From an optimization exercise on the open Yosys and OpenROAD flow, aimed at small area and a short achievable clock period; shortcuts taken in it are not production practice.
RTL that was checked went through simulation tests only; none was proved equivalent to the original.
No driver is modelled on the clock port, so clocking that relies on it looks cheaper here than on a real chip.

==> v8: inputs <==
Design qpi_rd_stream, start of the top module:
module qpi_rd_stream #(
  parameter int TAGS   = 8,
  parameter int ADDR_W = 20
) (
  input  logic              clk,
  input  logic              reset,
  input  logic              io_start,
  input  logic [ADDR_W-1:0] io_base_addr,
  input  logic [ADDR_W-1:0] io_num_lines,
  input  logic              io_qpi_rd_req_almostfull,
  output logic [ADDR_W-1:0] io_qpi_rd_req_addr,
  output logic [13:0]       io_qpi_rd_req_mdata,
  output logic              io_qpi_rd_req_valid,
  input  logic [13:0]       io_qpi_rd_rsp_mdata,
  input  logic [511:0]      io_qpi_rd_rsp_data,
  input  logic              io_qpi_rd_rsp_valid,
  output logic              io_out_valid,
  output logic [511:0]      io_out_data,
  input  logic              io_out_ready,
  output logic              io_busy,
  output logic              io_done
);
==> flow/config.mk <==
export PLATFORM = sky130hd
export DESIGN_NAME = qpi_rd_stream
export DESIGN_NICKNAME = qpi_rd_stream
export VERILOG_FILES = /design/flow/design.v
export SDC_FILE = /design/flow/constraint.sdc
export NUM_CORES = 4
export LEC_CHECK = 0
export CAP_MARGIN = 20
export CORE_MARGIN = 2
export CORE_UTILIZATION = 48
export CTS_CLUSTER_DIAMETER = 100
export CTS_CLUSTER_SIZE = 24
export PLACE_DENSITY = 0.6
export SETUP_SLACK_MARGIN = 2.8
export SLEW_MARGIN = 20
==> flow/constraint.sdc <==
create_clock -name core_clock -period 5.5 [get_ports {clk}]
set_input_delay 1.1000 -clock core_clock [delete_from_list [all_inputs] [get_ports {clk}]]
set_output_delay 1.1000 -clock core_clock [all_outputs]
set_load 0.01 [all_outputs]
standard.sh (not shown) runs the stock make flow with config.mk's settings and CLKGATE_MAP_FILE= SYNTH_SCRIPT=/design/flow/synth_recipe.tcl, a recipe that flattens the netlist after the stock synthesis.
==> flow/flow/run.sh <==
#!/bin/bash
# Layout: the standard flow (standard.sh: the standard synthesis, floorplan, power grid,
# placement, CTS and routing), with ports buffered by plain buffers instead of the delay cells
# buffer_ports picks by default, and the resizer free to change a cell's footprint. The whole
# make output goes to standard_flow.log; ORFS keeps each step's log under orfs/logs/.
set -euo pipefail
bash standard.sh \
  MATCH_CELL_FOOTPRINT=0 \
  "BUFFER_PORTS_ARGS=-buffer_cell sky130_fd_sc_hd__buf_2" \
  finish > standard_flow.log 2>&1
==> v30 (differences from v8) <==
==> flow/design.v (replaced) <==
module qpi_rd_stream #(
  parameter int TAGS   = 8,
  parameter int ADDR_W = 20
) (
  input  logic              clk,
  input  logic              reset,
  input  logic              io_start,
  input  logic [ADDR_W-1:0] io_base_addr,
  input  logic [ADDR_W-1:0] io_num_lines,
  input  logic              io_qpi_rd_req_almostfull,
  output logic [ADDR_W-1:0] io_qpi_rd_req_addr,
  output logic [13:0]       io_qpi_rd_req_mdata,
  output logic              io_qpi_rd_req_valid,
  input  logic [13:0]       io_qpi_rd_rsp_mdata,
  input  logic [511:0]      io_qpi_rd_rsp_data,
  input  logic              io_qpi_rd_rsp_valid,
  output logic              io_out_valid,
  output logic [511:0]      io_out_data,
  input  logic              io_out_ready,
  output logic              io_busy,
  output logic              io_done
);
  localparam int TAG_W  = $clog2(TAGS);
  localparam int LINE_W = 512;
  localparam int HCOPY  = 16;               
  localparam int HPART  = LINE_W / HCOPY;   
  logic                busy_q;      
  logic                done_q;      
  logic [ADDR_W-1:0]   addr_q;      
  logic [ADDR_W-1:0]   rem_q;       
  logic                left_q;      
  logic [TAG_W-1:0]    tail_q;      
  logic [TAGS-1:0]     head_q;      
  logic [TAGS-1:0]     await_q;
  logic [TAGS-1:0]     full_q;
  logic                can_q;       
  logic                cani_q;      
  logic [TAGS-1:0]     occ_n;
  logic                valid_q;     
  logic [LINE_W-1:0]   slot_data [TAGS];
  logic [TAGS-1:0]     hsel_q [HCOPY];   
  logic                busy_n;
  logic                done_n;
  logic                left_n;
  logic [TAG_W-1:0]    tail_n;
  logic [TAGS-1:0]     head_n;
  logic [TAGS-1:0]     await_n;
  logic [TAGS-1:0]     full_n;
  logic [TAGS-1:0]     tail_oh;
  logic [TAGS-1:0]     tag_oh;
  logic [TAGS-1:0]     acc;
  logic                want_issue;
  logic                issue;
  logic                pop;
  logic                last_pop;
  logic                start;
  logic                unused_mdata;
  assign tail_oh    = TAGS'(1) << tail_q;
  assign tag_oh     = TAGS'(1) << io_qpi_rd_rsp_mdata[TAG_W-1:0];
  assign want_issue = busy_q & ~done_q & left_q;
  assign issue      = cani_q & ~io_qpi_rd_req_almostfull;
  assign start      = ~busy_q & io_start;
  assign io_qpi_rd_req_valid = can_q & ~io_qpi_rd_req_almostfull;
  assign io_qpi_rd_req_addr  = addr_q;
  assign io_qpi_rd_req_mdata = {{(14-TAG_W){1'b0}}, tail_q};
  assign acc          = {TAGS{io_qpi_rd_rsp_valid}} & tag_oh & await_q;
  assign unused_mdata = ^io_qpi_rd_rsp_mdata[13:TAG_W];
  assign io_out_valid = valid_q;
  assign pop          = valid_q & io_out_ready;
  assign last_pop     = pop & ~left_q &
                        ~|((await_q | full_q) & {head_q[TAGS-2:0], head_q[TAGS-1]});
  assign io_busy = busy_q;
  assign io_done = done_q;
  always_comb begin
    io_out_data = '0;
    for (int c = 0; c < HCOPY; c++)
      for (int i = 0; i < TAGS; i++)
        io_out_data[c*HPART +: HPART] = io_out_data[c*HPART +: HPART] |
                                        ({HPART{hsel_q[c][i]}} & slot_data[i][c*HPART +: HPART]);
  end
  for (genvar c = 0; c < HCOPY; c++) begin : g_hsel
    always_ff @(posedge clk) begin
      if (start)      hsel_q[c] <= TAGS'(1);
      else if (pop)   hsel_q[c] <= {hsel_q[c][TAGS-2:0], hsel_q[c][TAGS-1]};
    end
  end
  always_comb begin
    busy_n  = busy_q;
    done_n  = done_q;
    left_n  = left_q;
    tail_n  = tail_q;
    head_n  = head_q;
    if (start) begin
      busy_n = 1'b1;
      done_n = (io_num_lines == '0);
      left_n = (io_num_lines != '0);
      tail_n = '0;
      head_n = TAGS'(1);
    end else begin
      if (done_q) begin
        busy_n = 1'b0;
        done_n = 1'b0;
      end else if (last_pop) begin
        done_n = 1'b1;
      end
      if (issue) begin
        left_n = (rem_q != ADDR_W'(1));
        tail_n = tail_q + 1'b1;
      end
      if (pop) head_n = {head_q[TAGS-2:0], head_q[TAGS-1]};
    end
    await_n = (await_q & ~acc) | (issue ? tail_oh : '0);
    full_n  = (full_q & ~(pop ? head_q : '0)) | acc;
    occ_n   = await_n | full_n;
  end
  always_ff @(posedge clk or negedge reset) begin
    if (!reset) begin
      busy_q  <= 1'b0;
      done_q  <= 1'b0;
      addr_q  <= '0;
      rem_q   <= '0;
      left_q  <= 1'b0;
      tail_q  <= '0;
      head_q  <= TAGS'(1);
      await_q <= '0;
      full_q  <= '0;
      can_q   <= 1'b0;
      cani_q  <= 1'b0;
      valid_q <= 1'b0;
    end else begin
      busy_q  <= busy_n;
      done_q  <= done_n;
      left_q  <= left_n;
      tail_q  <= tail_n;
      head_q  <= head_n;
      await_q <= await_n;
      full_q  <= full_n;
      can_q   <= busy_n & ~done_n & left_n & ~occ_n[tail_n];
      cani_q  <= busy_n & ~done_n & left_n & ~|(occ_n & (TAGS'(1) << tail_n));
      valid_q <= |(full_n & head_n);
      if (start) begin
        addr_q <= io_base_addr;
        rem_q  <= io_num_lines;
      end else if (issue) begin
        addr_q <= addr_q + 1'b1;
        rem_q  <= rem_q - 1'b1;
      end
    end
  end
  for (genvar g = 0; g < TAGS; g++) begin : g_slot
    always_ff @(posedge clk) begin
      if (acc[g]) slot_data[g] <= io_qpi_rd_rsp_data;
    end
  end
endmodule
==> flow/flow/run.sh (replaced) <==
#!/bin/bash
# Layout: the standard flow (standard.sh: the standard synthesis, floorplan, power grid,
# placement, CTS and routing), with ports buffered by plain buffers instead of the delay cells
# buffer_ports picks by default, the resizer free to change a cell's footprint, and, after CTS,
# the gates in front of the io_out_data port buffers one drive strength stronger
# (flow/post_cts.tcl). The whole make output goes to standard_flow.log; ORFS keeps each step's
# log under orfs/logs/.
set -euo pipefail
here=$(pwd)
bash standard.sh \
  MATCH_CELL_FOOTPRINT=0 \
  "BUFFER_PORTS_ARGS=-buffer_cell sky130_fd_sc_hd__buf_2" \
  "POST_CTS_TCL=$here/flow/post_cts.tcl" \
  finish > standard_flow.log 2>&1
==> flow/flow/post_cts.tcl (new file) <==
# After CTS: each io_out_data port is driven by its port buffer, which is driven by the last
# gate of the read multiplexer, usually far from the pin. Give that gate the next drive
# strength so it drives the wire to the port buffer faster, then legalize the placement.
proc my_driver_of { net } {
  foreach iterm [$net getITerms] {
    if {[$iterm isOutputSignal]} { return [$iterm getInst] }
  }
  return ""
}
set upsized 0
set block [ord::get_db_block]
foreach bterm [$block getBTerms] {
  if {![string match "io_out_data*" [$bterm getName]]} { continue }
  set buf [my_driver_of [$bterm getNet]]
  if {$buf == ""} { continue }
  foreach iterm [$buf getITerms] {
    if {![$iterm isInputSignal]} { continue }
    set gate [my_driver_of [$iterm getNet]]
    if {$gate == ""} { continue }
    set master [[$gate getMaster] getName]
    if {[regexp {^(sky130_fd_sc_hd__[a-z0-9]+)_[01]$} $master -> base]} {
      set bigger "${base}_2"
      if {[llength [get_lib_cells -quiet */$bigger]] > 0} {
        replace_cell [$gate getName] $bigger
        incr upsized
      }
    }
  }
}
puts "post_cts.tcl: upsized $upsized gates in front of io_out_data port buffers"
detailed_placement
check_placement -verbose
estimate_parasitics -placement
report_worst_slack -max
Settings changed: CORE_UTILIZATION 48 to 40, CTS_CLUSTER_SIZE 24 to 30, PLACE_DENSITY 0.6 to not set, SETUP_SLACK_MARGIN 2.8 to 2.2.
==> v26 (differences from v8) <==
==> flow/design.v (replaced) <==
module qpi_rd_stream #(
  parameter int TAGS   = 8,
  parameter int ADDR_W = 20
) (
  input  logic              clk,
  input  logic              reset,
  input  logic              io_start,
  input  logic [ADDR_W-1:0] io_base_addr,
  input  logic [ADDR_W-1:0] io_num_lines,
  input  logic              io_qpi_rd_req_almostfull,
  output logic [ADDR_W-1:0] io_qpi_rd_req_addr,
  output logic [13:0]       io_qpi_rd_req_mdata,
  output logic              io_qpi_rd_req_valid,
  input  logic [13:0]       io_qpi_rd_rsp_mdata,
  input  logic [511:0]      io_qpi_rd_rsp_data,
  input  logic              io_qpi_rd_rsp_valid,
  output logic              io_out_valid,
  output logic [511:0]      io_out_data,
  input  logic              io_out_ready,
  output logic              io_busy,
  output logic              io_done
);
  localparam int TAG_W  = $clog2(TAGS);
  localparam int LINE_W = 512;
  localparam int HCOPY  = 8;                
  localparam int HPART  = LINE_W / HCOPY;   
  logic                busy_q;      
  logic                done_q;      
  logic [ADDR_W-1:0]   addr_q;      
  logic [ADDR_W-1:0]   rem_q;       
  logic                left_q;      
  logic [TAG_W-1:0]    tail_q;      
  logic [TAGS-1:0]     head_q;      
  logic [TAGS-1:0]     await_q;
  logic [TAGS-1:0]     full_q;
  logic                can_q;       
  logic                valid_q;     
  logic [LINE_W-1:0]   slot_data [TAGS];
  logic [TAGS-1:0]     hsel_q [HCOPY];   
  logic                busy_n;
  logic                done_n;
  logic                left_n;
  logic [TAG_W-1:0]    tail_n;
  logic [TAGS-1:0]     head_n;
  logic [TAGS-1:0]     await_n;
  logic [TAGS-1:0]     full_n;
  logic [TAGS-1:0]     tail_oh;
  logic [TAGS-1:0]     tag_oh;
  logic [TAGS-1:0]     acc;
  logic                want_issue;
  logic                issue;
  logic                pop;
  logic                last_pop;
  logic                start;
  logic                unused_mdata;
  assign tail_oh    = TAGS'(1) << tail_q;
  assign tag_oh     = TAGS'(1) << io_qpi_rd_rsp_mdata[TAG_W-1:0];
  assign want_issue = busy_q & ~done_q & left_q;
  assign issue      = can_q & ~io_qpi_rd_req_almostfull;
  assign start      = ~busy_q & io_start;
  assign io_qpi_rd_req_valid = issue;
  assign io_qpi_rd_req_addr  = addr_q;
  assign io_qpi_rd_req_mdata = {{(14-TAG_W){1'b0}}, tail_q};
  assign acc          = {TAGS{io_qpi_rd_rsp_valid}} & tag_oh & await_q;
  assign unused_mdata = ^io_qpi_rd_rsp_mdata[13:TAG_W];
  assign io_out_valid = valid_q;
  assign pop          = valid_q & io_out_ready;
  assign last_pop     = pop & ~left_q &
                        ~|((await_q | full_q) & {head_q[TAGS-2:0], head_q[TAGS-1]});
  assign io_busy = busy_q;
  assign io_done = done_q;
  always_comb begin
    io_out_data = '0;
    for (int c = 0; c < HCOPY; c++)
      for (int i = 0; i < TAGS; i++)
        io_out_data[c*HPART +: HPART] = io_out_data[c*HPART +: HPART] |
                                        ({HPART{hsel_q[c][i]}} & slot_data[i][c*HPART +: HPART]);
  end
  for (genvar c = 0; c < HCOPY; c++) begin : g_hsel
    always_ff @(posedge clk or negedge reset) begin
      if (!reset)      hsel_q[c] <= TAGS'(1);
      else if (start)  hsel_q[c] <= TAGS'(1);
      else if (pop)    hsel_q[c] <= {hsel_q[c][TAGS-2:0], hsel_q[c][TAGS-1]};
    end
  end
  always_comb begin
    busy_n  = busy_q;
    done_n  = done_q;
    left_n  = left_q;
    tail_n  = tail_q;
    head_n  = head_q;
    if (start) begin
      busy_n = 1'b1;
      done_n = (io_num_lines == '0);
      left_n = (io_num_lines != '0);
      tail_n = '0;
      head_n = TAGS'(1);
    end else begin
      if (done_q) begin
        busy_n = 1'b0;
        done_n = 1'b0;
      end else if (last_pop) begin
        done_n = 1'b1;
      end
      if (issue) begin
        left_n = (rem_q != ADDR_W'(1));
        tail_n = tail_q + 1'b1;
      end
      if (pop) head_n = {head_q[TAGS-2:0], head_q[TAGS-1]};
    end
    await_n = (await_q & ~acc) | (issue ? tail_oh : '0);
    full_n  = (full_q & ~(pop ? head_q : '0)) | acc;
  end
  always_ff @(posedge clk or negedge reset) begin
    if (!reset) begin
      busy_q  <= 1'b0;
      done_q  <= 1'b0;
      addr_q  <= '0;
      rem_q   <= '0;
      left_q  <= 1'b0;
      tail_q  <= '0;
      head_q  <= TAGS'(1);
      await_q <= '0;
      full_q  <= '0;
      can_q   <= 1'b0;
      valid_q <= 1'b0;
    end else begin
      busy_q  <= busy_n;
      done_q  <= done_n;
      left_q  <= left_n;
      tail_q  <= tail_n;
      head_q  <= head_n;
      await_q <= await_n;
      full_q  <= full_n;
      can_q   <= busy_n & ~done_n & left_n & ~|((await_n | full_n) & (TAGS'(1) << tail_n));
      valid_q <= |(full_n & head_n);
      if (start) begin
        addr_q <= io_base_addr;
        rem_q  <= io_num_lines;
      end else if (issue) begin
        addr_q <= addr_q + 1'b1;
        rem_q  <= rem_q - 1'b1;
      end
    end
  end
  for (genvar g = 0; g < TAGS; g++) begin : g_slot
    always_ff @(posedge clk) begin
      if (acc[g]) slot_data[g] <= io_qpi_rd_rsp_data;
    end
  end
endmodule
==> flow/flow/run.sh (replaced) <==
#!/bin/bash
# Layout: the standard flow (standard.sh: the standard synthesis, floorplan, power grid,
# placement, CTS and routing), with ports buffered by plain buffers instead of the delay cells
# buffer_ports picks by default, and the resizer free to change a cell's footprint.
set -euo pipefail
bash standard.sh \
  MATCH_CELL_FOOTPRINT=0 \
  "BUFFER_PORTS_ARGS=-buffer_cell sky130_fd_sc_hd__buf_2" \
  finish > standard_flow.log 2>&1
Settings changed: CORE_UTILIZATION 48 to 40, CTS_CLUSTER_DIAMETER 100 to not set, CTS_CLUSTER_SIZE 24 to not set, PLACE_DENSITY 0.6 to not set, SETUP_SLACK_MARGIN 2.8 to 2.0.
==> flow_metrics.env <==
export IMPL_fin_ws_ns=2.63
export IMPL_outcome="complete, no violations"
export IMPL_worst_path_max_delay_cell="edfxtp_1"
export IMPL_numCtsBuffers=202
the above is filed under v8

==> flow_metrics.env <==
export IMPL_worst_path_max_delay_cell="dfrtp_4"
export IMPL_fin_ws_ns=1.77
export IMPL_outcome="complete, no violations"
export IMPL_numCtsBuffers=421
export IMPL_synth_top_cell_area_share_pct=82.1
export IMPL_finish_instance_area_um2=186000
the above is filed under v26

==> flow_metrics.env <==
export IMPL_outcome="complete, no violations"
export IMPL_worst_path_max_delay_cell="dfxtp_4"
export IMPL_max_slew_margin_pct=26.8
export IMPL_fin_ws_ns=2.14
the above is filed under v30

For v30, only the layout was checked, not whether the RTL still works.

-- separate check: timing with driven ports --
The results above use ideal ports. As a check the final layouts listed here were re-extracted and re-timed, cells and wires unchanged.
Step 1 assumes that a clkbuf_16 drives the clock port and a buf_2 every other input.
Step 2, shift: input delay + t, output delay - t, t = (earliest + latest rising clock arrival at the registers) / 2. This alone moves slack from input paths to output paths.
Three values: ideal ports, drivers, drivers and shift; two values: the first two.
| run | t, ns | setup WS [ns] | hold WS [ns] |
|---|---|---|---|
| v8 | 1.008 | 2.629 / 2.529 / 1.609 | 0.398 / 0.328 / 0.556 |
| v30 | 1.024 | 2.144 / 2.035 / 1.786 | 0.165 / 0.084 / 0.484 |
| v26 | 1.066 | 1.774 / 1.662 / 1.714 | 0.091 / 0.115 / 0.550 |
After both steps setup and hold are still met in every run listed. The setup slack of v8, which loses most, moves by -0.100 ns with the drivers and by -1.020 ns with both steps.
